What follows belongs to an exercise in optimizing a design on an open flow for a short achievable clock period and few clock cycles; a production flow would make more cautious choices. RTL that was checked went through simulation tests only; none was proved equivalent to the original. No functional check of the RTL was part of runs 5 and 6. Power figures rest on the tool's default switching activity, not on a simulated workload.

### design.v
module vixen_top (
    input  logic                clk,
    input  logic                rst_n,
    output logic                mem_en,
    output logic                mem_wr,
    output logic                mem_wide,
    output logic [16-1:0] mem_addr,
    output logic [16-1:0] mem_din,
    input  logic [16-1:0] mem_dout
);
    logic [15:0] rf [0:14];              
    logic        fn, fz, fc, fv;
    logic        halted;                 
    logic        jwait;                  
    logic        skipp;                  
    logic        jpend;                  
    logic        st_v;                   
    logic [3:0]  st_rb;                  
    logic [4:0]  st_off;
    logic [15:0] st_data;
    logic        wb_v;                   
    logic [3:0]  wb_rd;
    logic [15:0] wb_val;                 
    logic        bus_fetch;              
    logic        bus_ld;                 
    logic [3:0]  bus_rt;
    logic [15:0] lastf;                  
    logic [15:0] fpc;                    
    logic        ret_v;                  
    logic [15:0] ret_npc;                
    logic        ldd_v;                  
    logic [3:0]  ldd_rt;
    logic        ldd_wide;
    logic [1:0]  qcnt;
    logic [15:0] q_i  [0:2];
    logic [15:0] q_npc [0:2];
    logic        e_v;
    logic [15:0] e_npc, e_imm, e_tgt;
    logic [15:0] opA, opB, opBx;         
    logic [3:0]  e_rd, e_sh;
    logic [4:0]  e_off;
    logic        c_sum, c_movb, c_mvn, c_and, c_orr, c_eor, c_bic, c_shl, c_shr, c_imm;
    logic        c_cin_fc, c_cin_one;
    logic        c_wr, c_wnz, c_wc, c_wv;
    logic        c_ld, c_st, c_wide, c_br, c_bl, c_brd, c_pr, c_halt;
    logic        d_fq, d_v;
    logic [15:0] d_i, d_npc;
    assign d_fq  = qcnt != 2'd0;
    assign d_v   = d_fq | ret_v;
    assign d_i   = d_fq ? q_i[0] : mem_dout;
    assign d_npc = d_fq ? q_npc[0] : ret_npc;
    logic [15:0] ld_val;
    assign ld_val = ldd_wide ? mem_dout : {8'h00, mem_dout[15:8]};
    logic [4:0] d_op5;
    logic       d_alu, d_alu_ok, d_addi, d_sys, d_pr, d_nop, d_ld, d_st, d_movl, d_movh, d_br;
    logic       d_sub;
    assign d_op5 = d_i[12:8];
    assign d_alu = d_i[15:13] == 3'b000;
    always_comb begin
        case (d_op5)
            5'b00000, 5'b00001, 5'b00010, 5'b00011, 5'b00100, 5'b00101,
            5'b01100, 5'b01101, 5'b10100, 5'b10101, 5'b10110, 5'b10111,
            5'b11001, 5'b11010: d_alu_ok = 1'b1;
            default:            d_alu_ok = 1'b0;
        endcase
    end
    assign d_addi = d_i[15:13] == 3'b001 && d_i[3:0] != 4'hF;
    assign d_sys  = d_i[15:13] == 3'b001 && d_i[3:0] == 4'hF;
    assign d_pr   = d_sys && d_op5 == 5'b11111 && d_i[7:5] != 3'b111;
    assign d_nop  = d_i == 16'h3FEF;
    assign d_ld   = d_i[15:14] == 2'b01;
    assign d_st   = d_i[15:14] == 2'b10;
    assign d_movl = d_i[15:12] == 4'hC;
    assign d_movh = d_i[15:12] == 4'hD;
    assign d_br   = d_i[15:13] == 3'b111;
    assign d_sub  = d_alu && (d_op5 == 5'b00011 || d_op5 == 5'b00101 || d_op5 == 5'b01101);
    logic n_sum, n_movb, n_mvn, n_and, n_orr, n_eor, n_bic, n_shl, n_shr, n_imm;
    logic n_cin_fc, n_cin_one, n_wr, n_wnz, n_wc, n_wv, n_halt;
    always_comb begin
        n_sum = 1'b0; n_movb = 1'b0; n_mvn = 1'b0; n_and = 1'b0; n_orr = 1'b0;
        n_eor = 1'b0; n_bic = 1'b0; n_shl = 1'b0; n_shr = 1'b0; n_imm = 1'b0;
        n_cin_fc = 1'b0; n_cin_one = 1'b0;
        n_wr = 1'b0; n_wnz = 1'b0; n_wc = 1'b0; n_wv = 1'b0;
        n_halt = (d_sys && !d_pr && !d_nop) || (d_alu && !d_alu_ok);
        if (d_alu) begin
            case (d_op5)
                5'b00000: n_movb = 1'b1;
                5'b00001: n_mvn  = 1'b1;
                5'b01100, 5'b10111: n_and = 1'b1;
                5'b10100: n_orr  = 1'b1;
                5'b10101: n_eor  = 1'b1;
                5'b10110: n_bic  = 1'b1;
                5'b11001: n_shl  = 1'b1;
                5'b11010: n_shr  = 1'b1;
                default:  n_sum  = 1'b1;
            endcase
            n_cin_fc  = d_op5 == 5'b00010 || d_op5 == 5'b00011;
            n_cin_one = d_op5 == 5'b00101 || d_op5 == 5'b01101;
            if (d_alu_ok) begin
                n_wr  = !(d_op5 == 5'b01101 || d_op5 == 5'b10111);
                n_wnz = !(d_op5 == 5'b00000 || d_op5 == 5'b00001);
                n_wv  = d_op5 == 5'b00010 || d_op5 == 5'b00011 || d_op5 == 5'b00100 ||
                        d_op5 == 5'b00101 || d_op5 == 5'b01101;
                n_wc  = n_wv || d_op5 == 5'b11001 || d_op5 == 5'b11010;
            end
        end else if (d_addi) begin
            n_sum = 1'b1;
            n_wr = 1'b1; n_wnz = 1'b1; n_wc = 1'b1; n_wv = 1'b1;
        end else if (d_movl || d_movh) begin
            n_imm = 1'b1;
            n_wr  = 1'b1;
        end
    end
    function automatic logic [13:0] conds(input logic n, input logic z, input logic c, input logic v);
        conds = {z | (n ^ v), ~z & ~(n ^ v), n ^ v, ~(n ^ v), ~c | z, c & ~z,
                 ~v, v, ~n, n, ~c, c, ~z, z};
    endfunction
    logic [13:0] cond_vec, c_csel;
    logic        cond_true;
    assign cond_true = |(cond_vec & c_csel);
    logic        e_cin;
    logic [15:0] ag, ap, cy;
    logic [15:0] sum;
    logic        sum_c;
    assign e_cin = (c_cin_fc & fc) | c_cin_one;
    always_comb begin
        logic [15:0] g, p;
        g = opA & opBx;
        p = opA ^ opBx;
        g[0] = g[0] | (p[0] & e_cin);
        for (int l = 0; l < 4; l++) begin
            logic [15:0] g2, p2;
            g2 = g; p2 = p;
            for (int i = 0; i < 16; i++) begin
                if ((i >> l) & 1) begin
                    int j;
                    j = ((i >> l) << l) - 1;
                    g2[i] = g[i] | (p[i] & g[j]);
                    p2[i] = p[i] & p[j];
                end
            end
            g = g2; p = p2;
        end
        ag = g;                  
        ap = opA ^ opBx;
    end
    assign cy    = {ag[14:0], e_cin};
    assign sum   = ap ^ cy;
    assign sum_c = ag[15];
    logic z_sum;
    assign z_sum = &(ap ~^ {opA[14:0] | opBx[14:0], e_cin});
    logic [15:0] shl, shr;
    logic        shl_c, shr_c;
    assign {shl_c, shl} = {1'b0, opA} << e_sh;
    assign {shr, shr_c} = {opA, 1'b0} >> e_sh;
    logic [15:0] res_o, res;
    logic        res_c, res_n, res_z, res_v;
    assign res_o = ({16{c_movb}} & opB)  | ({16{c_mvn}} & ~opB) |
                   ({16{c_and}}  & (opA & opB)) | ({16{c_orr}} & (opA | opB)) |
                   ({16{c_eor}}  & (opA ^ opB)) | ({16{c_bic}} & (opA & ~opB)) |
                   ({16{c_shl}}  & shl) | ({16{c_shr}} & shr) | ({16{c_imm}} & e_imm);
    assign res   = res_o | ({16{c_sum}} & sum);
    assign res_c = (c_sum & sum_c) | (c_shl & shl_c) | (c_shr & shr_c);
    assign res_n = res[15];
    assign res_z = c_sum ? z_sum : res_o == 16'd0;
    assign res_v = res_n ^ opA[15] ^ opBx[15] ^ res_c;
    logic fn_n, fz_n, fc_n, fv_n;
    assign fn_n = e_v && c_wnz ? res_n : fn;
    assign fz_n = e_v && c_wnz ? res_z : fz;
    assign fc_n = e_v && c_wc  ? res_c : fc;
    assign fv_n = e_v && c_wv  ? res_v : fv;
    logic [15:0] ls_addr;
    assign ls_addr = opB + {11'd0, e_off};
    logic e_we, e_jmp, e_ld15, e_prfalse, e_halting;
    assign e_we      = e_v && c_wr && e_rd != 4'hF;
    assign e_jmp     = e_v && c_wr && e_rd == 4'hF;
    logic fwd_hit;
    assign fwd_hit   = c_wide && st_v && e_sh == st_rb && e_off == st_off;
    assign e_ld15    = e_v && c_ld && e_rd == 4'hF;
    logic e_jfast, e_jslow, e_hold;
    assign e_jfast   = e_jmp && (c_movb || c_imm);
    assign e_jslow   = e_jmp && !(c_movb || c_imm);
    assign e_hold    = e_ld15 || e_jslow;
    assign e_prfalse = e_v && c_pr && !cond_true;
    assign e_halting = e_v && c_halt;
    logic ld15_jump;
    assign ld15_jump = ldd_v && ldd_rt == 4'hF;
    logic        redirect;
    logic [15:0] tgt;
    always_comb begin
        redirect = 1'b0;
        tgt      = {ld_val[15:1], 1'b0};
        if (ld15_jump) begin
            redirect = 1'b1;
        end else if (jpend) begin
            redirect = 1'b1;
            tgt      = {wb_val[15:1], 1'b0};
        end else if (e_v && c_br && !c_brd) begin
            redirect = 1'b1;
            tgt      = e_tgt;
        end else if (e_jfast) begin
            redirect = 1'b1;
            tgt      = c_imm ? {e_imm[15:1], 1'b0} : {opB[15:1], 1'b0};
        end
    end
    logic haz, kill, block, adv, consumed;
    logic haz_q;
    assign haz_q = (e_v && c_ld && (q_i[0][3:0] == e_rd || q_i[0][7:4] == e_rd ||
                                    (q_i[0][15:12] == 4'hF && e_rd == 4'hE)))
                 || (bus_ld && (q_i[0][3:0] == bus_rt || q_i[0][7:4] == bus_rt));
    assign haz = d_fq ? haz_q : ((e_v && c_ld) || bus_ld);
    assign kill     = e_prfalse || skipp;
    assign block    = redirect || e_hold || jwait || e_halting || halted;
    assign adv      = d_v && !kill && !haz && !block;
    assign consumed = d_v && (adv || kill);
    logic        dred;
    logic [15:0] d_tgt;
    assign dred  = adv && d_br && !(e_v && (c_ld || c_st));
    logic [15:0] tgt_f, tgt_q;
    assign tgt_f = ret_npc + {{3{mem_dout[11]}}, mem_dout[11:0], 1'b0};
    assign tgt_q = q_npc[0] + {{3{q_i[0][11]}}, q_i[0][11:0], 1'b0};
    assign d_tgt = d_fq ? tgt_q : tgt_f;
    logic [15:0] rfa_f, rfb_f, rfa_q, rfb_q, va, vb;
    logic [3:0]  fa_i, fb_i, qa_i, qb_i;
    assign fa_i = mem_dout[3:0];
    assign fb_i = mem_dout[7:4];
    assign qa_i = q_i[0][3:0];
    assign qb_i = q_i[0][7:4];
    assign rfa_f = fa_i == 4'hF ? d_npc : rf[fa_i];
    assign rfb_f = fb_i == 4'hF ? d_npc : rf[fb_i];
    assign rfa_q = qa_i == 4'hF ? d_npc : rf[qa_i];
    assign rfb_q = qb_i == 4'hF ? d_npc : rf[qb_i];
    function automatic logic [2:0] hits(input logic [3:0] k);
        hits = {e_we && k == e_rd, wb_v && k == wb_rd, ldd_v && k == ldd_rt && k != 4'hF};
    endfunction
    logic [2:0] h_fa, h_fb, h_qa, h_qb, h_a, h_b;
    assign h_fa = hits(fa_i);
    assign h_fb = hits(fb_i);
    assign h_qa = hits(qa_i);
    assign h_qb = hits(qb_i);
    assign h_a  = d_fq ? h_qa : h_fa;
    assign h_b  = d_fq ? h_qb : h_fb;
    logic s_ea, s_wa, s_la, s_qa, s_fa, s_eb, s_wb, s_lb, s_qb, s_fb;
    always_comb begin
        s_ea = d_fq ? h_qa[2] : h_fa[2];
        s_wa = d_fq ? (!h_qa[2] && h_qa[1]) : (!h_fa[2] && h_fa[1]);
        s_la = d_fq ? (!h_qa[2] && !h_qa[1] && h_qa[0]) : (!h_fa[2] && !h_fa[1] && h_fa[0]);
        s_qa = d_fq && h_qa == 3'b000;
        s_fa = !d_fq && h_fa == 3'b000;
        s_eb = d_fq ? h_qb[2] : h_fb[2];
        s_wb = d_fq ? (!h_qb[2] && h_qb[1]) : (!h_fb[2] && h_fb[1]);
        s_lb = d_fq ? (!h_qb[2] && !h_qb[1] && h_qb[0]) : (!h_fb[2] && !h_fb[1] && h_fb[0]);
        s_qb = d_fq && h_qb == 3'b000;
        s_fb = !d_fq && h_fb == 3'b000;
    end
    logic [15:0] vbx, subm, immx;
    assign subm = {16{d_sub}};
    assign immx = {{7{d_i[12]}}, d_i[12:4]};
    always_comb begin
        va  = ({16{s_ea}} & res) | ({16{s_wa}} & wb_val) | ({16{s_la}} & ld_val) |
              ({16{s_qa}} & rfa_q) | ({16{s_fa}} & rfa_f);
        vb  = ({16{s_eb}} & res) | ({16{s_wb}} & wb_val) | ({16{s_lb}} & ld_val) |
              ({16{s_qb}} & rfb_q) | ({16{s_fb}} & rfb_f);
        vbx = d_addi ? immx :
              (({16{s_eb}} & (res ^ subm)) | ({16{s_wb}} & (wb_val ^ subm)) |
               ({16{s_lb}} & (ld_val ^ subm)) | ({16{s_qb}} & (rfb_q ^ subm)) |
               ({16{s_fb}} & (rfb_f ^ subm)));
    end
    logic [1:0] cnt_next;
    logic       cons_sure, fetch_ok, pop;
    logic [1:0] cnt_in;
    logic [2:0] cnt_fl;
    assign cnt_in    = qcnt + {1'b0, ret_v};                     
    assign cnt_fl    = {1'b0, cnt_in} + {2'b0, bus_fetch};
    assign cnt_next  = consumed ? cnt_in - 2'd1 : cnt_in;
    assign cons_sure = d_v && (kill || !((e_v && c_ld) || bus_ld));
    assign fetch_ok  = cons_sure ? cnt_fl <= 3'd3 : cnt_fl <= 3'd2;
    assign pop       = consumed && d_fq;
    logic        n_en, n_bwr, n_wide, n_fetch, n_ld, use_tf;
    logic        b_en, b_bwr, b_wide, b_fetch, b_ld;
    logic [3:0]  n_rt;
    logic [15:0] n_addr, b_addr, dq_tgt;
    assign fpc = bus_fetch ? mem_addr : lastf;
    always_comb begin
        b_en    = 1'b0;
        b_bwr   = 1'b0;
        b_wide  = mem_wide;
        b_fetch = 1'b0;
        b_ld    = 1'b0;
        n_rt    = bus_rt;
        b_addr  = mem_addr;
        if (halted || e_halting) begin
            b_en = 1'b0;
        end else if (redirect) begin
            b_en = 1'b1; b_wide = 1'b1; b_fetch = 1'b1;
            b_addr = tgt;
        end else if (e_ld15 && fwd_hit) begin
            b_en = 1'b1; b_wide = 1'b1; b_fetch = 1'b1;
            b_addr = {st_data[15:1], 1'b0};
        end else if (e_v && (c_ld || c_st)) begin
            b_en = 1'b1; b_bwr = c_st; b_wide = c_wide; b_ld = c_ld; n_rt = e_rd;
            b_addr = ls_addr;
        end else if (!jwait && !e_jslow && fetch_ok) begin
            b_en = 1'b1; b_wide = 1'b1; b_fetch = 1'b1;
            b_addr = fpc + 16'd2;
        end
    end
    assign dq_tgt  = tgt_q;
    assign n_en    = dred | b_en;
    assign n_bwr   = !dred & b_bwr;
    assign n_wide  = dred | b_wide;
    assign n_fetch = dred | b_fetch;
    assign n_ld    = !dred & b_ld;
    assign n_addr  = dred ? dq_tgt : b_addr;
    assign use_tf  = dred && d_br && !d_fq;
    always_ff @(posedge clk) begin
        e_npc  <= d_npc;
        wb_val <= res;
        wb_rd  <= e_rd;
        e_tgt  <= d_tgt;
        e_imm  <= d_movh ? {d_i[11:4], 8'h00} : {8'h00, d_i[11:4]};
        e_rd   <= d_i[3:0];
        e_sh   <= d_i[7:4];
        for (int k = 0; k < 14; k++) c_csel[k] <= d_i[7:4] == 4'(k);
        e_off  <= d_i[12:8];
        opA    <= va;
        opB    <= vb;
        opBx   <= vbx;
        c_sum <= n_sum; c_movb <= n_movb; c_mvn <= n_mvn; c_and <= n_and; c_orr <= n_orr;
        c_eor <= n_eor; c_bic <= n_bic; c_shl <= n_shl; c_shr <= n_shr; c_imm <= n_imm;
        c_cin_fc <= n_cin_fc; c_cin_one <= n_cin_one;
        c_wr <= n_wr; c_wnz <= n_wnz; c_wc <= n_wc; c_wv <= n_wv;
        c_ld <= d_ld; c_st <= d_st; c_wide <= d_i[13];
        c_br <= d_br; c_bl <= d_i[12]; c_brd <= dred;
        c_pr <= d_pr; c_halt <= n_halt;
        ret_npc  <= mem_addr + 16'd2;
        ldd_rt   <= bus_rt;
        ldd_wide <= mem_wide;
        for (int i = 0; i < 3; i++) begin
            if (pop ? (i + 1 >= qcnt) : (i == qcnt)) begin
                q_i[i]  <= mem_dout;
                q_npc[i] <= ret_npc;
            end else if (pop) begin
                q_i[i]  <= q_i[i < 2 ? i + 1 : 2];
                q_npc[i] <= q_npc[i < 2 ? i + 1 : 2];
            end
        end
    end
    always_ff @(posedge clk) begin
        if (!rst_n) begin
            for (int i = 0; i < 15; i++) rf[i] <= 16'd0;
            fn <= 1'b0; fz <= 1'b0; fc <= 1'b0; fv <= 1'b0;
            cond_vec <= conds(1'b0, 1'b0, 1'b0, 1'b0);
        end else begin
            cond_vec <= conds(fn_n, fz_n, fc_n, fv_n);
            if (ldd_v && ldd_rt != 4'hF)
                rf[ldd_rt] <= ld_val;
            if (wb_v)
                rf[wb_rd] <= wb_val;
            if (e_v && c_br && c_bl)
                rf[14] <= e_npc;
            fn <= fn_n; fz <= fz_n; fc <= fc_n; fv <= fv_n;
        end
    end
    always_ff @(posedge clk) begin
        if (!rst_n) begin
            halted    <= 1'b0;
            jwait     <= 1'b0;
            skipp     <= 1'b0;
            mem_en    <= 1'b1;           
            mem_wr    <= 1'b0;
            mem_wide  <= 1'b1;
            mem_addr  <= 16'h0000;
            bus_fetch <= 1'b1;
            bus_ld    <= 1'b0;
            bus_rt    <= 4'd0;
            lastf     <= 16'h0000;
            ret_v     <= 1'b0;
            ldd_v     <= 1'b0;
            qcnt      <= 2'd0;
            e_v       <= 1'b0;
            wb_v      <= 1'b0;
            jpend     <= 1'b0;
            st_v      <= 1'b0;
        end else begin
            if (e_halting) halted <= 1'b1;
            if (redirect)
                skipp <= 1'b0;
            else if (e_prfalse && !d_v)
                skipp <= 1'b1;
            else if (skipp && d_v)
                skipp <= 1'b0;
            ret_v <= bus_fetch && !redirect && !e_hold && !dred;
            ldd_v <= bus_ld;
            e_v   <= adv;
            wb_v  <= e_we;
            jpend <= e_jslow;
            if (e_v && c_st) begin
                st_v    <= c_wide && e_sh != 4'hF;
                st_rb   <= e_sh;
                st_off  <= e_off;
                st_data <= opA;
            end else if (e_v && (((c_wr || c_ld) && e_rd == st_rb) || (c_br && c_bl && st_rb == 4'hE))) begin
                st_v    <= 1'b0;
            end
            if (redirect || e_hold || dred)
                qcnt <= 2'd0;
            else
                qcnt <= cnt_next;
            if (e_ld15 && !fwd_hit) jwait <= 1'b1;
            else if (ld15_jump) jwait <= 1'b0;
            bus_fetch <= n_fetch;
            bus_ld    <= n_ld;
            bus_rt    <= n_rt;
            mem_wr    <= n_bwr;
            mem_en    <= n_en;
            mem_wide  <= n_wide;
            mem_addr  <= use_tf ? tgt_f : n_addr;
            lastf     <= fpc;
        end
    end
    always_ff @(posedge clk) begin
        mem_din <= opA;
    end
endmodule
### run.sh
#!/bin/bash
# synth_recipe.tcl (not shown) runs the flow's synth.tcl, then flattens the netlist and writes it again
# the make line also repeats each setting of config.mk as NAME=value (left out here)
make -C /OpenROAD-flow-scripts/flow DESIGN_CONFIG=/design/flow/config.mk WORK_HOME=/design/flow/orfs CLKGATE_MAP_FILE= SYNTH_SCRIPT=/design/flow/synth_recipe.tcl finish
### config.mk
export PLATFORM = sky130hd
export DESIGN_NAME = vixen_top
export DESIGN_NICKNAME = vixen_top
export VERILOG_FILES = /design/flow/design.v
export SDC_FILE = /design/flow/constraint.sdc
export NUM_CORES = 4
export LEC_CHECK = 0
export ABC_CLOCK_PERIOD_IN_PS = 3300
export CAP_MARGIN = 30
export CORE_MARGIN = 2
export CORE_UTILIZATION = 40
export SETUP_SLACK_MARGIN = 5
export SLEW_MARGIN = 30
### constraint.sdc
create_clock -name core_clock -period 8.0 [get_ports {clk}]
set_input_delay 1.6000 -clock core_clock [delete_from_list [all_inputs] [get_ports {clk}]]
set_output_delay 1.6000 -clock core_clock [all_outputs]
set_load 0.01 [all_outputs]
==> results of run 1 <==
## timing repair
action	CTS	global route
pin swaps	128	111
gates cloned	30	9
setup endpoints to repair	708	256
resized for setup	487	199
setup buffers	226	96
## power by group
part / switching (mW) / total (mW) / internal, mW
Sequential: 1.06 / 5.58 / 4.52
Combinational: 5.73 / 10.2 / 4.43
Clock: 1.49 / 3.58 / 2.09
## worst max-delay path, stage by stage
cell	delay [ns]
buf_16	0.14
buf_8	0.14
buf_16	0.15
mux2i_1	0.20
a221oi_2	0.39
o21a_1	0.21
a221oi_2	0.06
a221o_1	0.39
a221oi_4	0.26
xnor2_1	0.16
o21ai_1	0.07
## cells by family (layout without fill, tap and decap cells)
group                      after synthesis  count (layout)  synth area share
xor gates and xnor gates               162             162            0.0341
muxes                                  541             541             0.221
adders and majority gates              129             129            0.0400
and+or+nand+nor                       1003            1004             0.111
buffers and inverters                  454             776            0.0467
AOI/OAI and AO/OA                      928             929             0.145
DFF                                    652             652             0.402
## cell usage in the layout, fill, tap and decap left out, types with 36 or more instances in the layout
master	n
mux2_2	78
dfxtp_1	214
nand3_1	54
buf_6	45
mux4_2	291
edfxtp_1	376
inv_1	106
xnor2_1	93
dlygate4sd2_1	36
nor2b_1	44
o21ai_0	264
o211ai_1	58
ha_1	108
a21oi_1	96
nand2_1	406
nor2_1	186
buf_12	54
mux2i_1	123
clkbuf_16	86
o22ai_1	74
o21ai_1	42
dfxtp_4	37
buf_4	311
xor2_1	60
## final cells by class
| type | count | area (um2) | area share |
|---|---|---|---|
| Sequential cell | 652 | 17000 | 0.321 |
| Clock inverter | 30 | 327 | 0.00618 |
| Clock buffer | 103 | 2170 | 0.0410 |
| Inverter | 123 | 492 | 0.00930 |
| Timing Repair Buffer | 520 | 5950 | 0.112 |
| Multi-Input combinational cell | 2765 | 25200 | 0.477 |
| Tap cell | 1380 | 1730 | 0.0327 |
## per-stage QoR
step / worst slack (ns) / total power, mW / std cells / utilization / hold WS, ns
after global routing: 4.68 / 19.9 / 5573 / 0.510 / 0.406
final: 4.75 / 19.3 / 5573 / 0.510 / 0.403
after CTS: 4.78 / 18.2 / 5466 / 0.493 / 0.398
after floorplan: 4.33 / 10.9 / 3869 / - / 0.332
after detailed placement: 2.79 / 13.7 / 5077 / 0.426 / 0.399
after global placement: 2.92 / 13.6 / 5076 / 0.425 / 0.406
## per-layer routing
layer	vias to the layer above	track usage	wire, um
met5	-	0	82
met2	3129	0.484	78900
met3	782	0.114	26100
li1	15300	-	-
met1	18500	0.423	66400
met4	8	0.195	14200
## path summary, 6_finish.rpt
kind                from            to
min             mem_wide      ldd_wide
max reg2reg       opA[0]  cond_vec[12]
max          mem_dout[4]       opBx[7]
min reg2reg     mem_wide      ldd_wide
==> impl_results.md, run 1 <==
* Outcome: complete, no violations
* Final Hold Fails at 0
* Die Width at 327 um
* # Max-Cap Violations at 0
* Wire length per cell at 33.3 um
* Residual DRC count at 0
* # rows at 118
* Global-route wire length before repair at roughly 260000 um
* Port bufs at 52
* Gpl congestion at 0.973
* Cell Area, Synth at 41800 um2
* Worst Skew at roughly 0.029 ns
* Post-synth top area cell: edfxtp_1
* Worst Path Arrival at 3.78 ns
* Io pins at 53
* CTS Buffer Depth at 3
* Slew Viols, Final at 0
* Sink Count at ~650
* Starting DRT DRC Count at approximately 6100
* Synth area leaders: edfxtp_1 (27%), mux4_2 (16%), dfxtp_1 (13%), nand2_1 (3.9%), mux2i_1 (3.7%)
* Post-placement cell area at approximately 44000 um2
* Via Count at between 30000 and 40000
* Max VDD drop at 0.316 mV
* Pre-antenna DRT Iters at 8
* CTS buffer count at 73
* Synth Flop Type: edfxtp_1
* Layout Nets at between 4000 and 5000
* PwrDens at 365 nW/um2
* Synth Register Bits at 652
* CTS tree: done
* Sequential-to-total area share from yosys stat at 0.402
* Max Clk Rate at 0.307 GHz
* Post-synth cell types at 105
* Crit path capture type: flop
* Syn avg cell area at 10.8 um2
* Top flop regs: rf: 256 flops, q_i: 48 flops, q_npc: 48 flops
* Post-detail-place hpwl at 116000 um
* Setup violations, final at 0
* Worst r2r path cells at 14
* Overflow left after global routing at 0
* Initial Util at 0.404
* Critical path class: in2reg
* Leak at 19.7 nW
* Vias in the first global route at 35000
* Skew-Pair Late Insertion Delay at 0.66 ns
* Antenna-violating nets left at 0
* Final setup TNS at 0 ns
* Worst hold stages at 0
* Die ar. at between 100000 and 150000 um2
* Tcrit/Tclk final at 0.407
* Hold WC Path Type: reg2reg
* Leading cell type by number of instances after synthesis: nand2_1
* Startpoint types: primary input
* P&R area growth vs syn at 26.4%
* Post-CTS Hold Fix Bufs at 0
* Core Region at 104000 um2
* Minimum period implied by the final worst setup slack at 3.25 ns
* List of most frequent post-synthesis cells: nand2_1 (432), edfxtp_1 (376), o21ai_0 (306), mux4_2 (291), dfxtp_1 (276)
* Ant. Diodes at 0
* Fillers at 9042
* Synth Warn # at 3
* EDFF count, synth at 376
* Least-Margin Pin Slew at around 1.1 ns
* Yosys top cell area share at 0.270
* Reg with most FFs: rf
* Post-synthesis cell count at 3869
* CP max FO at 6
* Root Buffer: clkbuf_16
* WL final at 186000 um
* Initial antenna violation count at 4
* Clock transition at path regs at 0.06 ns
* WP data required at 8.53 ns
* R2R Setup Slk at 4.75 ns
* RSZ-0062 raised after global routing: yes
* Ys async rst share at 0
* Final instance area at about 53000 um2
* H-tree depth at 3
* Largest net degree at the start of global routing at 65
* All-Layer GR Usage at 0.330
* Max reg flops at ~260
* Via/cell ratio at roughly 6.8
* Relative slew slack at 0.278
* Post-Syn Nets at around 4000
* Layout cells sized above 1 at 0.333
* Die span in y at roughly 330 um
Testbench counts, summed over its fixed seeds: cycles 55,810.
==> inputs of run 2 (changes only) <==
--- a/config.mk
+++ b/config.mk
@@ -5,9 +5,9 @@
 export SDC_FILE = /design/flow/constraint.sdc
 export NUM_CORES = 4
 export LEC_CHECK = 0
-export ABC_CLOCK_PERIOD_IN_PS = 3300
+export ABC_CLOCK_PERIOD_IN_PS = 2500
 export CAP_MARGIN = 30
 export CORE_MARGIN = 2
 export CORE_UTILIZATION = 40
-export SETUP_SLACK_MARGIN = 5
+export SETUP_SLACK_MARGIN = 4.75
 export SLEW_MARGIN = 30
==> impl_results.md, run 2 <==
* Outcome: complete, no violations
* Wire length on met2 at 75900 um (-3.8%)
* List of most frequent post-synthesis cells: nand2_1 (432), edfxtp_1 (376), o21ai_0 (306), mux4_2 (291), dfxtp_1 (276)
* Post-synthesis cell count at 3869 (unchanged)
* Initial antenna violation count at 4 (unchanged)
* Yosys top cell area share at 0.270 (unchanged)
* DRT met1 WL at 65300 um (-1.6%)
* Ys async rst share at 0 (unchanged)
* CP max FO at 2 (-4)
* Via/cell ratio at 6.70 (-1.0%)
* Fillers at 9344 (+3.3%)
* Dpl ws at 2.91 ns (+0.129 ns)
* Layout cells sized above 1 at 0.267 (-0.0659)
* Clock transition at path regs at 0.06 ns (about the same)
* RR Startpoint: opA[0]
* Leading cell type by number of instances after synthesis: nand2_1
* Sequential-to-total area share from yosys stat at 0.402 (unchanged)
* Max reg flops at 256 (unchanged)
* Synth area leaders: edfxtp_1 (27%), mux4_2 (16%), dfxtp_1 (13%), nand2_1 (3.9%), mux2i_1 (3.7%)
* # rows at 118 (unchanged)
* CTS buffer count at 73 (unchanged)
* Crit path from: opA[0]
* Synth Warn # at 3 (unchanged)
* Port bufs at 52 (unchanged)
* Initial Util at 0.404 (unchanged)
* Gpl congestion at 0.980 (+0.76%)
* WL final at 174000 um (-6.1%)
* Global-route wire length before repair at 244000 um (-4.7%)
* Syn avg cell area at 10.8 um2 (unchanged)
* All-Layer GR Usage at 0.312 (-0.0184)
* Post-detail-place hpwl at 117000 um (+0.52%)
* CTS tree: done
* Critical path class: reg2reg
* RSZ-0062 raised after global routing: yes
* Top flop regs: rf: 256 flops, q_i: 48 flops, q_npc: 48 flops
* Worst setup margin at 4.52 ns (-0.220 ns)
* EDFF count, synth at 376 (unchanged)
* Wire length per cell at 32.3 um (-3.1%)
* Core Region at 104000 um2 (unchanged)
* Largest net degree at the start of global routing at 65 (unchanged)
* Worst r2r path cells at 17 (+3)
* # Max-Cap Violations at 0 (unchanged)
* Synth Register Bits at 652 (unchanged)
* Die span in y at 327 um (unchanged)
* Cell Area, Synth at 41800 um2 (unchanged)
* Leak at 18.2 nW (-7.4%)
* Max VDD drop at 0.285 mV (-9.9%)
* Skew-Pair Late Insertion Delay at 0.66 ns (about the same)
* Final Hold Fails at 0 (unchanged)
* Sink Count at 652 (unchanged)
* Post-synth cell types at 105 (unchanged)
* Crit path capture type: flop
* Area taken by multi-input logic gates at 24300 um2 (-3.6%)
* Layout Nets at 4108 (-4.1%)
* Tcrit/Tclk final at 0.434 (+0.0276)
* Finished Layout Cells at 5401 (-3.1%)
* Antenna-violating nets left at 0 (unchanged)
* Starting DRT DRC Count at 5330 (-13%)
* Root Buffer: clkbuf_16
* Final setup TNS at 0 ns (unchanged)
* Pre-antenna DRT Iters at 7 (-1)
* Worst Path Arrival at 4.02 ns (+0.24 ns)
* WP data required at 8.54 ns (about the same)
* R2R Setup Slk at 4.52 ns (-0.22 ns)
* H-tree depth at 3 (unchanged)
* Reg with most FFs: rf
* Via Count at 36200 (-4.1%)
* Most common cell after layout, fill and taps aside: nand2_1
* Die ar. at 107000 um2 (unchanged)
* Overflow left after global routing at 0 (unchanged)
* Synth Flop Type: edfxtp_1
* Post-synth top area cell: edfxtp_1
* Slew Viols, Final at 0 (unchanged)
* DR top layer: met5
* Residual DRC count at 0 (unchanged)
* Relative slew slack at 0.242 (-0.0363)
* Startpoint types: flop
* Worst Skew at 0.0328 ns (+0.00395 ns)
* Hold WC Path Type: reg2reg
* PwrDens at 368 nW/um2 (+0.75%)
* CTS Buffer Depth at 3 (unchanged)
* Inst Count DP at 5073 (-0.079%)
* Die Width at 327 um (unchanged)
* RR Endpoint: cond_vec[4]
* Setup violations, final at 0 (unchanged)
* Io pins at 53 (unchanged)
* P&R area growth vs syn at 18.5%
* CP endpoint: cond_vec[4]
* Storage element area at 16900 um2 (-0.24%)
* Commonest cells after routing, fill and taps aside: nand2_1 (425), edfxtp_1 (376), mux4_2 (291), o21ai_0 (286), buf_4 (226)
* Vias in the first global route at 33600 (-3.8%)
* Hold path startpoint: mem_wide
* Least-Margin Pin Slew at 1.13 ns (+0.0727 ns)
* Post-Syn Nets at 4016 (unchanged)
* Max Clk Rate at 0.288 GHz (-6.3%)
* Minimum period implied by the final worst setup slack at 3.48 ns (+0.220 ns)
* Wire length on met3 at 23100 um (-12%)
run 2: kinds of logic after synthesis:
| group | share of synthesized area |
|---|---|
| muxes | 0.221 |
| DFF | 0.402 |
| and+or+nand+nor | 0.111 |
| xor gates and xnor gates | 0.0341 |
| buffers and inverters | 0.0467 |
| AOI/OAI and AO/OA | 0.145 |
| adders and majority gates | 0.0400 |
run 2: cell type report:
cell class | count | area share
Tap cell | 1380 | 0.0348
Clock inverter | 37 | 0.00702
Antenna cell | 2 | 0.000101
Sequential cell | 652 | 0.342
Clock buffer | 96 | 0.0415
Timing Repair Buffer | 346 | 0.0738
Multi-Input combinational cell | 2765 | 0.491
Inverter | 123 | 0.00990
run 2: worst min-delay path by stage:
stage | slack, ns | cells past startpoint | endpoint
5_1_grt | 0.42 | 0 | ldd_wide
3_5_place_dp | 0.41 | 0 | ldd_rt[0]
4_1_cts | 0.40 | 0 | ldd_wide
3_3_place_gp | 0.40 | 0 | ldd_rt[2]
6_report | 0.40 | 0 | ldd_wide
2_1_floorplan | 0.33 | 0 | wb_rd[0]
run 2: what timing repair did:
item                       CTS  global route
gates resized for setup    235           150
gates cloned                10             9
hold endpoints to repair     0             0
setup endpoints to repair  501           155
setup buffers               88            85
pin swaps                   22            71
hold buffers                 0             0
run 2: stage by stage:
step	util	area (um2)	total power, mW	hold WS (ns)
floorplan	-	42400	10.8	0.332
global placement	0.422	43700	13.5	0.397
detailed placement	0.422	43800	13.5	0.406
CTS	0.463	48000	17.4	0.405
global route	0.478	49500	18.9	0.415
finish	0.478	49500	18.2	0.401
run 2: layer usage:
metal / GRT usage / vias to the layer above
met5: 0.00488 / -
met4: 0.142 / 4
met3: 0.0924 / 527
met2: 0.473 / 2797
met1: 0.412 / 17900
li1: - / 15000
run 2: critical path, cell delays in order, from the launching register on:
cell and delay (ns):
dfxtp_4 0.39, inv_4 0.05, fa_2 0.37, fa_2 0.36, nand2b_4 0.17, a21oi_4 0.13
o211a_1 0.25, o2111ai_2 0.18, nand4_1 0.20, nand4_1 0.26, o21ai_1 0.20, nor2b_1 0.08
buf_4 0.13, buf_4 0.12, buf_4 0.12, buf_4 0.12, buf_4 0.12, buf_4 0.12
run 2: power breakdown:
group	internal [mW]	switching, mW
Clock	1.98	1.48
Combinational	3.88	5.28
Sequential	4.51	1.12
Total	10.4	7.87
==> inputs of run 3 (changes only) <==
--- a/config.mk
+++ b/config.mk
@@ -8,6 +8,7 @@
 export ABC_CLOCK_PERIOD_IN_PS = 2500
 export CAP_MARGIN = 30
 export CORE_MARGIN = 2
-export CORE_UTILIZATION = 40
-export SETUP_SLACK_MARGIN = 4.75
+export CORE_UTILIZATION = 50
+export PLACE_DENSITY = 0.65
+export SETUP_SLACK_MARGIN = 5
 export SLEW_MARGIN = 30
==> impl_results.md, run 3 <==
* Die Width at 293 um (-10%)
* Fillers at 6452 (-31%)
* Cell Area, Synth at 41800 um2 (unchanged)
* Overflow left after global routing at 0 (unchanged)
* Via Count at 37400 (+3.4%)
* CP max FO at 28 (+26)
* Via/cell ratio at 7.18 (+7.3%)
* All-Layer GR Usage at 0.402 (+0.0895)
* Largest delay share family, worst path: simple AND/OR/NAND/NOR gates
* WL final at 179000 um (+2.4%)
* Core Region at 83300 um2 (-20%)
* Storage element area at 17000 um2 (+0.30%)
* Worst Path Arrival at 3.91 ns (-0.11 ns)
* Synth Flop Type: edfxtp_1
* Io pins at 53 (unchanged)
* Layout Nets at 4216 (+2.6%)
* CP bufs+invs at 3 (-4)
* Synth area leaders: edfxtp_1 (27%), mux4_2 (16%), dfxtp_1 (13%), nand2_1 (3.9%), mux2i_1 (3.7%)
* Die ar. at 86000 um2 (-20%)
* RSZ-0062 raised after global routing: yes
* Syn avg cell area at 10.8 um2 (unchanged)
* H-tree depth at 3 (unchanged)
* Least-Margin Pin Slew at 1.14 ns (+0.0189 ns)
* Area taken by multi-input logic gates at 25300 um2 (+4.0%)
* Critical path class: reg2reg
* # Max-Cap Violations at 0 (unchanged)
* Power Total at 19.3 mW (+5.5%)
* Layout cells sized above 1 at 0.325 (+0.0575)
* Wire length per cell at 34.3 um (+6.2%)
* CP max stage delay at 0.87 ns (+0.48 ns)
* Yosys top cell area share at 0.270 (unchanged)
* Final Hold Fails at 0 (unchanged)
* Worst Skew at 0.0300 ns (-0.00278 ns)
* Worst-path cell chain: buf_4 > buf_4 > nand4_1 > buf_4 > nand3_1 > nor3_1 > nand2b_1 > o22ai_1 > a211o_1
* List of most frequent post-synthesis cells: nand2_1 (432), edfxtp_1 (376), o21ai_0 (306), mux4_2 (291), dfxtp_1 (276)
* CTS Buffer Depth at 3 (unchanged)
* Synth Register Bits at 652 (unchanged)
* Antenna-violating nets left at 0 (unchanged)
* Port bufs at 52 (unchanged)
* Worst path most repeated cell: buf_4
* Initial antenna violation count at 3 (-1)
* PwrDens at 370 nW/um2 (+0.49%)
* Commonest cells after routing, fill and taps aside: nand2_1 (408), edfxtp_1 (376), mux4_2 (291), o21ai_0 (275), buf_4 (242)
* Residual DRC count at 0 (unchanged)
* Sink Count at 652 (unchanged)
* Most common cell after layout, fill and taps aside: nand2_1
* Root Buffer: clkbuf_16
* Inst Count DP at 4765 (-6.1%)
* Tcrit/Tclk final at 0.423 (-0.0117)
* Minimum period implied by the final worst setup slack at 3.38 ns (-0.0936 ns)
* Reg with most FFs: rf
* Setup violations, final at 0 (unchanged)
* Slew Viols, Final at 0 (unchanged)
* Final setup TNS at 0 ns (unchanged)
* CTS buffer count at 77 (+5.5%)
* Post-synth top area cell: edfxtp_1
* Finished Layout Cells at 5207 (-3.6%)
* Max Clk Rate at 0.296 GHz (+2.8%)
* Pre-antenna DRT Iters at 8 (+1)
* Post-synth cell types at 105 (unchanged)
* # rows at 106 (-10%)
* Ys async rst share at 0 (unchanged)
* Post-synthesis cell count at 3869 (unchanged)
* Outcome: complete, no violations
* Clock transition at path regs at 0.06 ns (about the same)
* Gpl congestion at 1.01 (+2.6%)
* Relative slew slack at 0.235 (-0.00650)
* Slowest stage cell on the critical path: nand2b_1
* Synth Warn # at 3 (unchanged)
* Crit path capture type: flop
* Post-Syn Nets at 4016 (unchanged)
* Die span in y at 293 um (-10%)
* Max VDD drop at 0.302 mV (+6.0%)
* Post-detail-place hpwl at 114000 um (-1.8%)
* Starting DRT DRC Count at 6030 (+13%)
* Startpoint types: flop
* Vias in the first global route at 34800 (+3.5%)
* P&R area growth vs syn at 24.4%
* Max reg flops at 256 (unchanged)
* Largest net degree at the start of global routing at 65 (unchanged)
* EDFF count, synth at 376 (unchanged)
* Leading cell type by number of instances after synthesis: nand2_1
* Leak at 19.5 nW (+6.9%)
* Hold WC Path Type: reg2reg
* WP data required at 8.53 ns (about the same)
* Sequential-to-total area share from yosys stat at 0.402 (unchanged)
* CTS tree: done
* Global-route wire length before repair at 249000 um (+2.1%)
* Top flop regs: rf: 256 flops, q_i: 48 flops, q_npc: 48 flops
* Initial Util at 0.502 (+0.0986)
* Skew-Pair Late Insertion Delay at 0.65 ns (about the same)
## run 3: cell count changes in the layout (fill, tap and decap cells not counted), moves of 14 or more
| cell | before | now |
|---|---|---|
| buf_6 | 15 | 59 |
| dfxtp_1 | 220 | 206 |
| nand2_2 | 5 | 20 |
| nand2_1 | 425 | 408 |
| mux2i_1 | 139 | 125 |
| buf_16 | 11 | 25 |
| buf_4 | 226 | 242 |
| buf_12 | 24 | 49 |
| clkdlybuf4s50_1 | 28 | 0 |
| mux2_4 | 0 | 26 |
| dlygate4sd2_1 | 6 | 34 |
| mux2_2 | 86 | 60 |
## run 3: worst reg2reg max path, delay by kind of cell (launching register included)
kind	cells	cell delay, ns
compound gates	2	0.60
buf+inv	3	0.68
flops	1	0.39
simple gates	4	1.57
## run 3: layout make-up
type	count	area share
timing repair buffer	448	0.102
tap	1080	0.0260
inverter	123	0.0101
clock buffer	94	0.0404
multi-input combinational	2767	0.486
antenna	1	0.0000481
clock inverter	42	0.00868
sequential	652	0.327
## run 3: metal layers
| metal | global-route usage | routed length [um] | vias to the layer above |
|---|---|---|---|
| met3 | 0.122 | 25500 | 771 |
| met2 | 0.595 | 76200 | 3241 |
| li1 | - | - | 15200 |
| met4 | 0.230 | 13300 | 10 |
| met5 | 0.00681 | 255 | - |
| met1 | 0.524 | 63400 | 18200 |
## run 3: final timing paths
kind              slack [ns]       end  depth (start not counted)  startpoint
hold / removal          0.43  ldd_wide                          0    mem_wide
setup reg to reg        4.62    opA[2]                          9   q_i[0][3]
hold reg to reg         0.43  ldd_wide                          0    mem_wide
setup / recovery        4.62    opA[2]                          9   q_i[0][3]
## run 3: where the power goes
part / internal [mW] / switching, mW / total [mW] / leakage (nW)
Sequential: 4.53 / 1.17 / 5.69 / 6.10
Combinational: 4.34 / 5.57 / 9.91 / 12.1
Clock: 2.13 / 1.52 / 3.65 / 1.24
Total: 11.0 / 8.26 / 19.3 / 19.5
## run 3: cells by family after synthesis
| logic type | after synthesis | synth area share |
|---|---|---|
| adder cells (fa/ha/maj) | 129 | 0.0400 |
| buffers and inverters | 454 | 0.0467 |
| AO/OA/AOI/OAI | 928 | 0.145 |
| AND/OR/NAND/NOR | 1003 | 0.111 |
| XOR/XNOR | 162 | 0.0341 |
| multiplexers | 541 | 0.221 |
| flip-flops | 652 | 0.402 |
## run 3: stage by stage
step	worst slack, ns	hold slack [ns]	utilization	area [um2]
2_1_floorplan	4.33	0.332	-	42900
3_3_place_gp	2.94	0.408	0.523	43600
3_5_place_dp	2.94	0.409	0.525	43700
4_1_cts	4.76	0.412	0.602	50100
5_1_grt	4.57	0.433	0.625	52000
6_report	4.62	0.429	0.625	52000
## run 3: what timing repair did
item | 4_1_cts | 5_1_grt
endpoints found under the hold margin | 0 | 0
endpoints found under the setup margin | 760 | 313
gates cloned | 29 | 9
pin swaps | 107 | 89
setup buffers | 175 | 90
hold buffers | 0 | 0
gates resized for setup | 480 | 237
==> inputs of run 4 (changes only) <==
--- a/config.mk
+++ b/config.mk
@@ -8,7 +8,6 @@
 export ABC_CLOCK_PERIOD_IN_PS = 2500
 export CAP_MARGIN = 30
 export CORE_MARGIN = 2
-export CORE_UTILIZATION = 50
-export PLACE_DENSITY = 0.65
+export CORE_UTILIZATION = 40
 export SETUP_SLACK_MARGIN = 5
 export SLEW_MARGIN = 30
==> impl_results.md, run 4 <==
* Skew-Pair Late Insertion Delay at 0.66 ns (about the same)
* R2R Setup Slk at 4.75 ns (+0.13 ns)
* CP bufs+invs at 3 (unchanged)
* Post-detail-place hpwl at 116000 um (+1.3%)
* Setup violations, final at 0 (unchanged)
* Ant. Diodes at 0 (-1)
* Layout Nets at 4282 (+1.6%)
* Most common cell after layout, fill and taps aside: nand2_1
* CTS buffer count at 73 (-5.2%)
* Crit path from: mem_dout[4]
* Tcrit/Tclk final at 0.407 (-0.0159)
* Global-route wire length before repair at 256000 um (+2.8%)
* Max VDD drop at 0.316 mV (+4.7%)
* Power Total at 19.3 mW (+0.38%)
* Top flop regs: rf: 256 flops, q_i: 48 flops, q_npc: 48 flops
* Slew Viols, Final at 0 (unchanged)
* Final setup TNS at 0 ns (unchanged)
* All-Layer GR Usage at 0.330 (-0.0711)
* Hold WC Path Type: reg2reg
* # Max-Cap Violations at 0 (unchanged)
* List of most frequent post-synthesis cells: nand2_1 (432), edfxtp_1 (376), o21ai_0 (306), mux4_2 (291), dfxtp_1 (276)
* Max Clk Rate at 0.307 GHz (+3.9%)
* Finished Layout Cells at 5573 (+7.0%)
* Layout cells sized above 1 at 0.333 (+0.00840)
* Via/cell ratio at 6.76 (-5.8%)
* Reg with most FFs: rf
* Initial Util at 0.404 (-0.0986)
* CTS tree: done
* Residual DRC count at 0 (unchanged)
* Least-Margin Pin Slew at 1.05 ns (-0.0916 ns)
* # rows at 118 (+11%)
* Synth Warn # at 3 (unchanged)
* Post-CTS Hold Fix Bufs at 0 (unchanged)
* Ys async rst share at 0 (unchanged)
* Leak at 19.7 nW (+1.1%)
* Yosys top cell area share at 0.270 (unchanged)
* RR Startpoint: opA[0]
* Die Width at 327 um (+12%)
* Gpl congestion at 0.973 (-3.2%)
* Final Hold Fails at 0 (unchanged)
* Synth Register Bits at 652 (unchanged)
* H-tree depth at 3 (unchanged)
* Worst path depth at 11 (+2)
* Overflow left after global routing at 0 (unchanged)
* Cell Area, Synth at 41800 um2 (unchanged)
* Commonest cells after routing, fill and taps aside: nand2_1 (406), edfxtp_1 (376), buf_4 (311), mux4_2 (291), o21ai_0 (264)
* Antenna-violating nets left at 0 (unchanged)
* WP data required at 8.53 ns (about the same)
* Startpoint types: primary input
* Largest net degree at the start of global routing at 65 (unchanged)
* Worst-path cell chain: buf_16 > buf_8 > buf_16 > mux2i_1 > a221oi_2 > o21a_1 > a221oi_2 > a221o_1 > a221oi_4 > xnor2_1 > o21ai_1
* Sink Count at 652 (unchanged)
* Io pins at 53 (unchanged)
* Relative slew slack at 0.278 (+0.0428)
* RSZ-0062 raised after global routing: yes
* Sequential-to-total area share from yosys stat at 0.402 (unchanged)
* Die ar. at 107000 um2 (+25%)
* Worst r2r path cells at 14 (+5)
* CP max FO at 6 (-79%)
* Largest delay share family, worst path: compound AO/OA/AOI/OAI gates
* Inst Count DP at 5077 (+6.5%)
* Finished Core Util at 0.510 (-0.114)
* Via Count at 37700 (+0.78%)
* Post-synthesis cell count at 3869 (unchanged)
* Starting DRT DRC Count at 6146 (+1.9%)
* Wire length per cell at 33.3 um (-2.8%)
* Vias in the first global route at 35000 (+0.40%)
* Core Region at 104000 um2 (+24%)
* Max reg flops at 256 (unchanged)
* Worst Path Arrival at 3.78 ns (-0.13 ns)
* Outcome: complete, no violations
* Critical path class: in2reg
* Synth area leaders: edfxtp_1 (27%), mux4_2 (16%), dfxtp_1 (13%), nand2_1 (3.9%), mux2i_1 (3.7%)
* Clock transition at path regs at 0.06 ns (about the same)
* Post-synth top area cell: edfxtp_1
* Worst Skew at 0.0288 ns (-0.00117 ns)
* EDFF count, synth at 376 (unchanged)
* Die span in y at 327 um (+12%)
* RR Endpoint: cond_vec[12]
* Leading cell type by number of instances after synthesis: nand2_1
* Minimum period implied by the final worst setup slack at 3.25 ns (-0.127 ns)
* PwrDens at 365 nW/um2 (-1.2%)
* Syn avg cell area at 10.8 um2 (unchanged)
* CTS Buffer Depth at 3 (unchanged)
* WL final at 186000 um (+4.0%)
* Slowest stage cell on the critical path: a221oi_2
* Root Buffer: clkbuf_16
* P&R area growth vs syn at 26.4%
* Post-synth cell types at 105 (unchanged)
* Pre-antenna DRT Iters at 8 (unchanged)
* CP endpoint: opBx[7]
* Initial antenna violation count at 4 (+1)
* Post-Syn Nets at 4016 (unchanged)
* Port bufs at 52 (unchanged)
* Crit path capture type: flop
* Synth Flop Type: edfxtp_1
* CP max stage delay at 0.39 ns (-0.48 ns)
[run 4: per-stage QoR]
step,hold slack [ns],worst slack [ns],area (um2)
after floorplan,0.332,4.33,42900
after global placement,0.406,2.92,44100
after detailed placement,0.399,2.79,44200
after CTS,0.398,4.78,51100
after global routing,0.406,4.68,52900
final,0.403,4.75,52900
[run 4: repair_timing]
item                       4_1_cts  5_1_grt
resized for setup              487      199
cloned                          30        9
setup endpoints to repair      708      256
setup buffers                  226       96
pin swaps                      128      111
[run 4: worst register-to-register path: stages, from the launching register on]
cell and delay, ns:
dfxtp_4 0.40, inv_4 0.06, fa_2 0.36, fa_2 0.37
nand2b_4 0.17, a21oi_4 0.14, o211a_1 0.21, o2111ai_2 0.14
a211o_1 0.32, nand4_1 0.17, o21ai_2 0.09, nor2b_1 0.14
inv_1 0.08, a311o_1 0.32, and3_1 0.16
[run 4: worst min-delay path by stage]
stage | endpoint | cells after the start | from
final | ldd_wide | 0 | mem_wide
after global routing | ldd_wide | 0 | mem_wide
after CTS | ldd_wide | 0 | mem_wide
after detailed placement | ldd_rt[3] | 0 | bus_rt[3]
after global placement | ldd_rt[3] | 0 | bus_rt[3]
after floorplan | wb_rd[0] | 0 | e_rd[0]
[run 4: logic make-up (layout without fill, tap and decap cells)]
family	count (synthesis)	after routing	share of synthesized area
simple gates	1003	1004	0.111
compound gates	928	929	0.145
flops	652	652	0.402
mux	541	541	0.221
buf+inv	454	776	0.0467
xor+xnor	162	162	0.0341
fa+ha+maj	129	129	0.0400
[run 4: area by class of cell]
cell class / count / area, um2
clock buffer: 103 / 2170
clock inverter: 30 / 327
fill: 9042 / 50800
inverter: 123 / 492
multi-input combinational: 2765 / 25200
sequential: 652 / 17000
tap: 1380 / 1730
timing repair buffer: 520 / 5950
[run 4: metal layers]
metal / up-vias / GRT usage / part of all wire / routed length [um]
li1: 15300 / - / - / -
met1: 18500 / 0.423 / 0.36 / 66400
met2: 3129 / 0.484 / 0.42 / 78900
met3: 782 / 0.114 / 0.14 / 26100
met4: 8 / 0.195 / 0.076 / 14200
met5: - / 0 / 0.00044 / 82
[run 4: report_power, final]
group / switching (mW) / total, mW / internal, mW / leakage [nW]
combinational: 5.73 / 10.2 / 4.43 / 12.3
clock: 1.49 / 3.58 / 2.09 / 1.22
sequential: 1.06 / 5.58 / 4.52 / 6.10
==> inputs of run 5 (changes only) <==
--- a/design.v
+++ b/design.v
@@ -117,6 +117,7 @@
     endfunction
     logic [13:0] cond_vec, c_csel;
     logic        cond_true;
+    always_comb for (int k = 0; k < 14; k++) c_csel[k] = e_sh == 4'(k);    
     assign cond_true = |(cond_vec & c_csel);
     logic        e_cin;
     logic [15:0] ag, ap, cy;
@@ -321,7 +322,6 @@
         e_imm  <= d_movh ? {d_i[11:4], 8'h00} : {8'h00, d_i[11:4]};
         e_rd   <= d_i[3:0];
         e_sh   <= d_i[7:4];
-        for (int k = 0; k < 14; k++) c_csel[k] <= d_i[7:4] == 4'(k);
         e_off  <= d_i[12:8];
         opA    <= va;
         opB    <= vb;
==> impl_results.md, run 5 <==
* Synth Warn # at 3 (unchanged)
* Synth Register Bits at 638 (-2.1%)
* Synth Flop Type: edfxtp_1
* Tcrit/Tclk final at 0.417 (+0.00991)
* Slowest stage cell on the critical path: a21oi_2
* Max reg flops at 256 (unchanged)
* CP max stage delay at 0.30 ns (-0.09 ns)
* Post-synth cell types at 87 (-17%)
* Setup violations, final at 0 (unchanged)
* Worst setup margin at 4.67 ns (-0.0792 ns)
* All-Layer GR Usage at 0.338 (+0.00796)
* Post-Syn Nets at 4100 (+2.1%)
* Startpoint types: primary input
* Vias in the first global route at 35400 (+1.3%)
* Post-synthesis cell count at 3953 (+2.2%)
* Sink Count at 638 (-2.1%)
* # rows at 118 (unchanged)
* Clock transition at path regs at 0.06 ns (about the same)
* Commonest cells after routing, fill and taps aside: nand2_1 (476), edfxtp_1 (376), mux4_2 (299), buf_4 (276), o21ai_0 (242)
* Residual DRC count at 0 (unchanged)
* Largest delay share family, worst path: compound AO/OA/AOI/OAI gates
* Crit path capture type: flop
* Finished Core Util at 0.519 (+0.00871)
* Skew-Pair Late Insertion Delay at 0.67 ns (about the same)
* EDFF count, synth at 376 (unchanged)
* Starting DRT DRC Count at 6577 (+7.0%)
* Cell Area, Synth at 41500 um2 (-0.71%)
* Simple-Gate Fraction of Synth Area at 0.114 (+0.00248)
* Syn avg cell area at 10.5 um2 (-2.8%)
* RR Startpoint: e_sh[1]
* Inst Count DP at 5148 (+1.4%)
* Layout Nets at 4359 (+1.8%)
* Core Region at 103000 um2 (-0.43%)
* Critical path class: in2reg
* Top flop regs: rf: 256 flops, q_i: 48 flops, q_npc: 48 flops
* Leading cell type by number of instances after synthesis: nand2_1
* Yosys top cell area share at 0.272 (+0.00194)
* Multiplexer share of the synthesized area at 0.222 (+0.00170)
* Initial Util at 0.402 (-0.00115)
* Post-detail-place hpwl at 113000 um (-3.0%)
* Via/cell ratio at 6.77 (about the same)
* RR Endpoint: cond_vec[11]
* Wire length per cell at 33.4 um (+0.30%)
* Hold path endpoint: ldd_rt[1]
* Outcome: complete, no violations
* Hold slack at 0.396 ns (-0.00759 ns)
* WP data required at 8.51 ns (-0.02 ns)
* Largest net degree at the start of global routing at 61 (-6.2%)
* Minimum period implied by the final worst setup slack at 3.33 ns (+0.0792 ns)
* Post-Synth XOR/XNOR Area at 0.0331 (-0.000991)
* Hold path startpoint: bus_rt[1]
* Max Clk Rate at 0.300 GHz (-2.4%)
* Hold WC Path Type: reg2reg
* Sequential-to-total area share from yosys stat at 0.398 (-0.00387)
* Worst Path Arrival at 3.84 ns (+0.06 ns)
* WL final at 189000 um (+1.7%)
* Worst r2r path cells at 11 (-3)
* CP max FO at 5 (-1)
* Pre-antenna DRT Iters at 8 (unchanged)
* Main combinational cell family by area after synthesis: multiplexers
* Reg with most FFs: rf
* Via Count at 38200 (+1.4%)
* Least-Margin Pin Slew at 1.11 ns (+0.0617 ns)
* Worst-path cell chain: buf_12 > buf_12 > buf_12 > buf_12 > nor2b_4 > buf_6 > clkbuf_16 > a221oi_2 > o21ai_1 > o21ai_1 > a21oi_2 > o221ai_2 > a221o_1 > o221ai_1 > o21ai_1
* Worst path most repeated cell: buf_12
* P&R area growth vs syn at 29.0%
* # Max-Cap Violations at 0 (unchanged)
* Global-route wire length before repair at 261000 um (+1.8%)
* Port bufs at 52 (unchanged)
* List of most frequent post-synthesis cells: nand2_1 (498), o21ai_0 (403), edfxtp_1 (376), mux4_2 (299), nor2_1 (273)
* Most common cell after layout, fill and taps aside: nand2_1
* Layout cells sized above 1 at 0.340 (+0.00679)
* Post-synth top area cell: edfxtp_1
* CP bufs+invs at 6 (+3)
* Gpl congestion at 0.974 (+0.12%)
* H-tree depth at 3 (unchanged)
* Worst hold stages at 0 (unchanged)
* Post-CTS Hold Fix Bufs at 0 (unchanged)
* PwrDens at 374 nW/um2 (+2.3%)
* Die span in y at 326 um (-0.35%)
* Post-synthesis compound-gate area fraction at 0.148 (+0.00264)
* Root Buffer: clkbuf_16
* Worst Skew at 0.0363 ns (+0.00742 ns)
* Antenna-violating nets left at 0 (unchanged)
* Die ar. at 106000 um2 (-0.70%)
* Io pins at 53 (unchanged)
* Initial antenna violation count at 7 (+3)
* Relative slew slack at 0.257 (-0.0210)
* Leak at 20.1 nW (+2.1%)
* Synth area leaders: edfxtp_1 (27%), mux4_2 (16%), dfxtp_1 (13%), o21ai_0 (4.9%), nand2_1 (4.5%)
* Fillers at 8759 (-3.1%)
* Max VDD drop at 0.223 mV (-30%)
* Die Width at 326 um (-0.35%)
* Ys async rst share at 0 (unchanged)
* CTS tree: done
* Final Hold Fails at 0 (unchanged)
* CTS Buffer Depth at 3 (unchanged)
* Slew Viols, Final at 0 (unchanged)
* R2R Setup Slk at 4.74 ns (about the same)
* Dpl ws at 2.93 ns (+0.149 ns)
* Overflow left after global routing at 0 (unchanged)
* Finished Layout Cells at 5652 (+1.4%)
* Final setup TNS at 0 ns (unchanged)
* CTS buffer count at 74 (+1.4%)
* Adder-Cell Fraction of Synth Area at 0.0403 (+0.000287)
* RSZ-0062 raised after global routing: yes
-- run 5: worst max-delay path by stage --
stage	end	depth (start not counted)	slack (ns)	start
after global routing	opBx[9]	14	4.66	opA[0]
final	opBx[1]	15	4.67	mem_dout[5]
after global placement	opBx[7]	10	2.99	mem_dout[4]
after floorplan	mem_addr[15]	14	4.30	mem_dout[1]
after detailed placement	opBx[7]	10	2.93	mem_dout[4]
after CTS	cond_vec[11]	13	4.72	opA[0]
-- run 5: metrics by stage --
stage / total power [mW] / instance area, um2
5_1_grt: 20.6 / 53500
2_1_floorplan: 10.7 / 42700
3_5_place_dp: 13.6 / 43800
6_report: 20.0 / 53600
3_3_place_gp: 13.5 / 43800
4_1_cts: 18.6 / 51400
-- run 5: cell type report --
cell class	instances	area [um2]	share of cell area
Clock inverter	35	318	0.00593
Clock buffer	100	2090	0.0390
Antenna cell	1	2.50	0.0000467
Tap cell	1380	1730	0.0322
Sequential cell	638	16700	0.312
Inverter	124	508	0.00949
Timing Repair Buffer	514	6140	0.115
Multi-Input combinational cell	2860	26000	0.486
-- run 5: routing by layer --
metal,track usage,part of all wire
met4,0.207,0.078
met2,0.500,0.43
met5,0,0.00090
met1,0.433,0.36
met3,0.107,0.14
-- run 5: repair_timing --
item	in CTS	in global routing
endpoints found under the hold margin	0	0
resized for setup	605	244
pin swaps	132	132
endpoints found under the setup margin	775	316
buffers inserted	224	95
cloned	38	11
-- run 5: kinds of logic after synthesis --
kind of cell	Yosys count
buffers and inverters	460
and+or+nand+nor	1067
muxes	537
DFF	638
xor gates and xnor gates	157
AOI/OAI and AO/OA	965
adders and majority gates	129
-- run 5: power by group --
group / switching [mW] / internal, mW / leakage, nW
Combinational: 5.96 / 4.90 / 12.9
Sequential: 1.22 / 4.45 / 5.99
Clock: 1.50 / 1.98 / 1.18
==> inputs of run 6 (changes only) <==
--- a/design.v
+++ b/design.v
@@ -117,7 +117,6 @@
     endfunction
     logic [13:0] cond_vec, c_csel;
     logic        cond_true;
-    always_comb for (int k = 0; k < 14; k++) c_csel[k] = e_sh == 4'(k);    
     assign cond_true = |(cond_vec & c_csel);
     logic        e_cin;
     logic [15:0] ag, ap, cy;
@@ -231,6 +230,16 @@
     assign rfb_f = fb_i == 4'hF ? d_npc : rf[fb_i];
     assign rfa_q = qa_i == 4'hF ? d_npc : rf[qa_i];
     assign rfb_q = qb_i == 4'hF ? d_npc : rf[qb_i];
+    logic        sub_f;
+    logic [15:0] rfxs [0:15];
+    logic [15:0] rfbx_f;
+    assign sub_f = mem_dout[15:13] == 3'b000 &&
+                   (mem_dout[12:8] == 5'b00011 || mem_dout[12:8] == 5'b00101 || mem_dout[12:8] == 5'b01101);
+    always_comb begin
+        for (int k = 0; k < 15; k++) rfxs[k] = rf[k] ^ {16{sub_f}};
+        rfxs[15] = d_npc ^ {16{sub_f}};
+    end
+    assign rfbx_f = rfxs[fb_i];
     function automatic logic [2:0] hits(input logic [3:0] k);
         hits = {e_we && k == e_rd, wb_v && k == wb_rd, ldd_v && k == ldd_rt && k != 4'hF};
     endfunction
@@ -265,7 +274,7 @@
         vbx = d_addi ? immx :
               (({16{s_eb}} & (res ^ subm)) | ({16{s_wb}} & (wb_val ^ subm)) |
                ({16{s_lb}} & (ld_val ^ subm)) | ({16{s_qb}} & (rfb_q ^ subm)) |
-               ({16{s_fb}} & (rfb_f ^ subm)));
+               ({16{s_fb}} & rfbx_f));
     end
     logic [1:0] cnt_next;
     logic       cons_sure, fetch_ok, pop;
@@ -322,6 +331,7 @@
         e_imm  <= d_movh ? {d_i[11:4], 8'h00} : {8'h00, d_i[11:4]};
         e_rd   <= d_i[3:0];
         e_sh   <= d_i[7:4];
+        for (int k = 0; k < 14; k++) c_csel[k] <= d_i[7:4] == 4'(k);
         e_off  <= d_i[12:8];
         opA    <= va;
         opB    <= vb;
==> impl_results.md, run 6 <==
* Outcome: complete, no violations
* RR Startpoint: wb_rd[2]
* Io pins at 53 (unchanged)
* Most common cell after layout, fill and taps aside: nand2_1
* Global-route wire length before repair at 260000 um (-0.43%)
* Cell Area, Synth at 41400 um2 (-0.38%)
* Max reg flops at 256 (unchanged)
* Synth Warn # at 4 (+1)
* Switching share of total power at 0.432 (-0.00168)
* Syn avg cell area at 10.5 um2 (-0.51%)
* Adder-Cell Fraction of Synth Area at 0.0405 (+0.000154)
* Post-synthesis cell count at 3958 (+0.13%)
* Gpl congestion at 0.974 (about the same)
* H-tree depth at 3 (unchanged)
* Die Width at 326 um (-0.19%)
* Multiplexer share of the synthesized area at 0.198 (-0.0242)
* Post-Synth XOR/XNOR Area at 0.0406 (+0.00754)
* # Max-Cap Violations at 0 (unchanged)
* Setup violations, final at 0 (unchanged)
* Max VDD drop at 0.197 mV (-12%)
* WL final at 185000 um (-2.0%)
* Startpoint types: flop
* PwrDens at 370 nW/um2 (-1.1%)
* Post-synth cell types at 83 (-4.6%)
* Worst Path Arrival at 3.99 ns (+0.15 ns)
* Top flop regs: rf: 256 flops, q_i: 48 flops, q_npc: 48 flops
* Post-detail-place hpwl at 122000 um (+8.1%)
* Crit path from: wb_rd[2]
* Die ar. at 106000 um2 (-0.38%)
* CTS tree: done
* Largest net degree at the start of global routing at 45 (-26%)
* R2R Setup Slk at 4.55 ns (-0.19 ns)
* CP bufs+invs at 1 (-5)
* Yosys top cell area share at 0.273 (+0.00104)
* CP endpoint: opBx[2]
* Sequential-to-total area share from yosys stat at 0.406 (+0.00829)
* Sink Count at 652 (+2.2%)
* Simple-Gate Fraction of Synth Area at 0.116 (+0.00243)
* Post-Syn Nets at 4105 (+0.12%)
* Commonest cells after routing, fill and taps aside: nand2_1 (453), edfxtp_1 (376), o21ai_0 (289), buf_4 (289), mux4_2 (261)
* Net Switching at 8.47 mW (-2.5%)
* Sequential power share at 0.289 (+0.006)
* Worst path most repeated cell: a222oi_1
* Pre-antenna DRT Iters at 8 (unchanged)
* Worst-path cell chain: xnor2_1 > nand3_1 > nor3_2 > nor2b_1 > a22o_4 > buf_12 > a222oi_1 > nand2b_1 > a222oi_1 > a21oi_1
* Leading cell type by number of instances after synthesis: nand2_1
* RR Endpoint: opBx[2]
* Relative slew slack at 0.298 (+0.0409)
* EDFF count, synth at 376 (unchanged)
* Final setup TNS at 0 ns (unchanged)
* Largest delay share family, worst path: compound AO/OA/AOI/OAI gates
* Die span in y at 326 um (-0.19%)
* CP max FO at 7 (+2)
* Residual DRC count at 0 (unchanged)
* Minimum period implied by the final worst setup slack at 3.45 ns (+0.116 ns)
* Pint at 11.1 mW (-1.8%)
* P&R area growth vs syn at 28.1%
* All-Layer GR Usage at 0.335 (-0.00322)
* Leak at 19.8 nW (-1.4%)
* Antenna-violating nets left at 0 (unchanged)
* Initial antenna violation count at 5 (-2)
* Synth Register Bits at 652 (+2.2%)
* Post-placement cell area at 44200 um2 (+0.76%)
* Power Total at 19.6 mW (-2.1%)
* Synth area leaders: edfxtp_1 (27%), mux4_2 (14%), dfxtp_1 (13%), nand2_1 (4.4%), o21ai_0 (4.4%)
* Slew Viols, Final at 0 (unchanged)
* Dpl ws at 2.62 ns (-0.317 ns)
* Starting DRT DRC Count at 5862 (-11%)
* CTS buffer count at 75 (+1.4%)
* Finished Layout Cells at 5653 (+0.018%)
* Root Buffer: clkbuf_16
-- run 6: per-stage QoR --
stage	utilization	hold slack (ns)
6_report	0.519	0.397
5_1_grt	0.519	0.399
4_1_cts	0.502	0.400
3_5_place_dp	0.432	0.411
3_3_place_gp	0.432	0.409
2_1_floorplan	-	0.326
-- run 6: worst register-to-register path, delay by kind of cell (launching register included) --
family          cells  cell delay [ns]
compound gates      4             1.20
xor+xnor            1             0.20
buf+inv             1             0.14
flops               1             0.64
simple gates        4             1.15
-- run 6: cells by family (layout without fill, tap and decap cells) --
logic type	after synthesis	in the layout
adder cells (fa/ha/maj)	129	129
flip-flops	652	652
AND/OR/NAND/NOR	1063	1064
AO/OA/AOI/OAI	993	996
other	0	3
multiplexers	478	478
XOR/XNOR	192	192
buffers and inverters	451	771
-- run 6: worst min path at each step --
stage	from	endpoint	slack (ns)	depth (start not counted)
floorplan	e_rd[0]	wb_rd[0]	0.33	0
CTS	mem_wide	ldd_wide	0.40	0
detailed placement	e_rd[2]	wb_rd[2]	0.41	0
finish	mem_wide	ldd_wide	0.40	0
global route	mem_wide	ldd_wide	0.40	0
global placement	e_rd[2]	wb_rd[2]	0.41	0
-- run 6: layer usage --
layer	global-route usage	share of wire	vias up
met3	0.0994	0.13	697
met4	0.195	0.070	8
met1	0.440	0.37	18600
met2	0.491	0.43	3023
met5	0	0.00029	-
li1	-	-	15600
-- run 6: power by group through the flow --
stage / registers, mW / clock network [mW] / logic (mW)
2_1_floorplan: 4.95 / 0 / 5.83
3_3_place_gp: 5.71 / 0 / 7.90
3_5_place_dp: 5.72 / 0 / 7.95
4_1_cts: 5.59 / 3.75 / 9.16
5_1_grt: 5.69 / 3.87 / 10.6
6_report: 5.67 / 3.75 / 10.2
-- run 6: timing repair --
action                                  in CTS  in global routing
hold buffers                                 0                  0
gates resized for setup                    532                245
endpoints found under the setup margin     725                303
pin swaps                                  157                133
cloned                                      23                  5
buffers inserted                           248                 74
-- run 6: layout make-up --
type                       instances  area, um2
fill                            8875      49200
multi-input combinational       2859      25600
sequential                       652      17000
timing repair buffer             500       5540
clock buffer                      99       2250
tap                             1368       1710
inverter                         131        532
clock inverter                    39        399
timing repair inverter             2       12.5
antenna                            3       7.51

==> separate check: timing with driven ports <==
The results above use ideal ports. As a check the final layouts listed here were re-extracted and re-timed, cells and wires unchanged. Step 1: set_driving_cell puts a clkbuf_16 on clk and a buf_2 on each other input, an assumption about the parent block. Step 2 times the ports against the registers' clock, not the clock port: input delays grow and output delays shrink by t, the midpoint of the rising clock arrivals with the driver on. Three values: ideal ports, drivers, drivers and shift; two values: the first two.
| run | t, ns | slack for setup (ns) | worst setup path at the end | clock arrival spread, ns |
|---|---|---|---|---|
| run 1 | 0.708 | 4.745 / 4.526 / 3.817 | input to register | 0.033 / 0.033 |
| run 2 | 0.719 | 4.525 / 4.525 / 3.827 | input to register | 0.034 / 0.034 |
| run 3 | 0.708 | 4.618 / 4.524 / 3.816 | input to register | 0.037 / 0.037 |
| run 4 | 0.708 | 4.745 / 4.526 / 3.817 | input to register | 0.033 / 0.033 |
| run 5 | 0.722 | 4.666 / 4.506 / 3.783 | input to register | 0.037 / 0.037 |
| run 6 | 0.737 | 4.550 / 4.550 / 3.887 | input to register | 0.036 / 0.036 |
After both steps setup and hold are still met in every run listed.
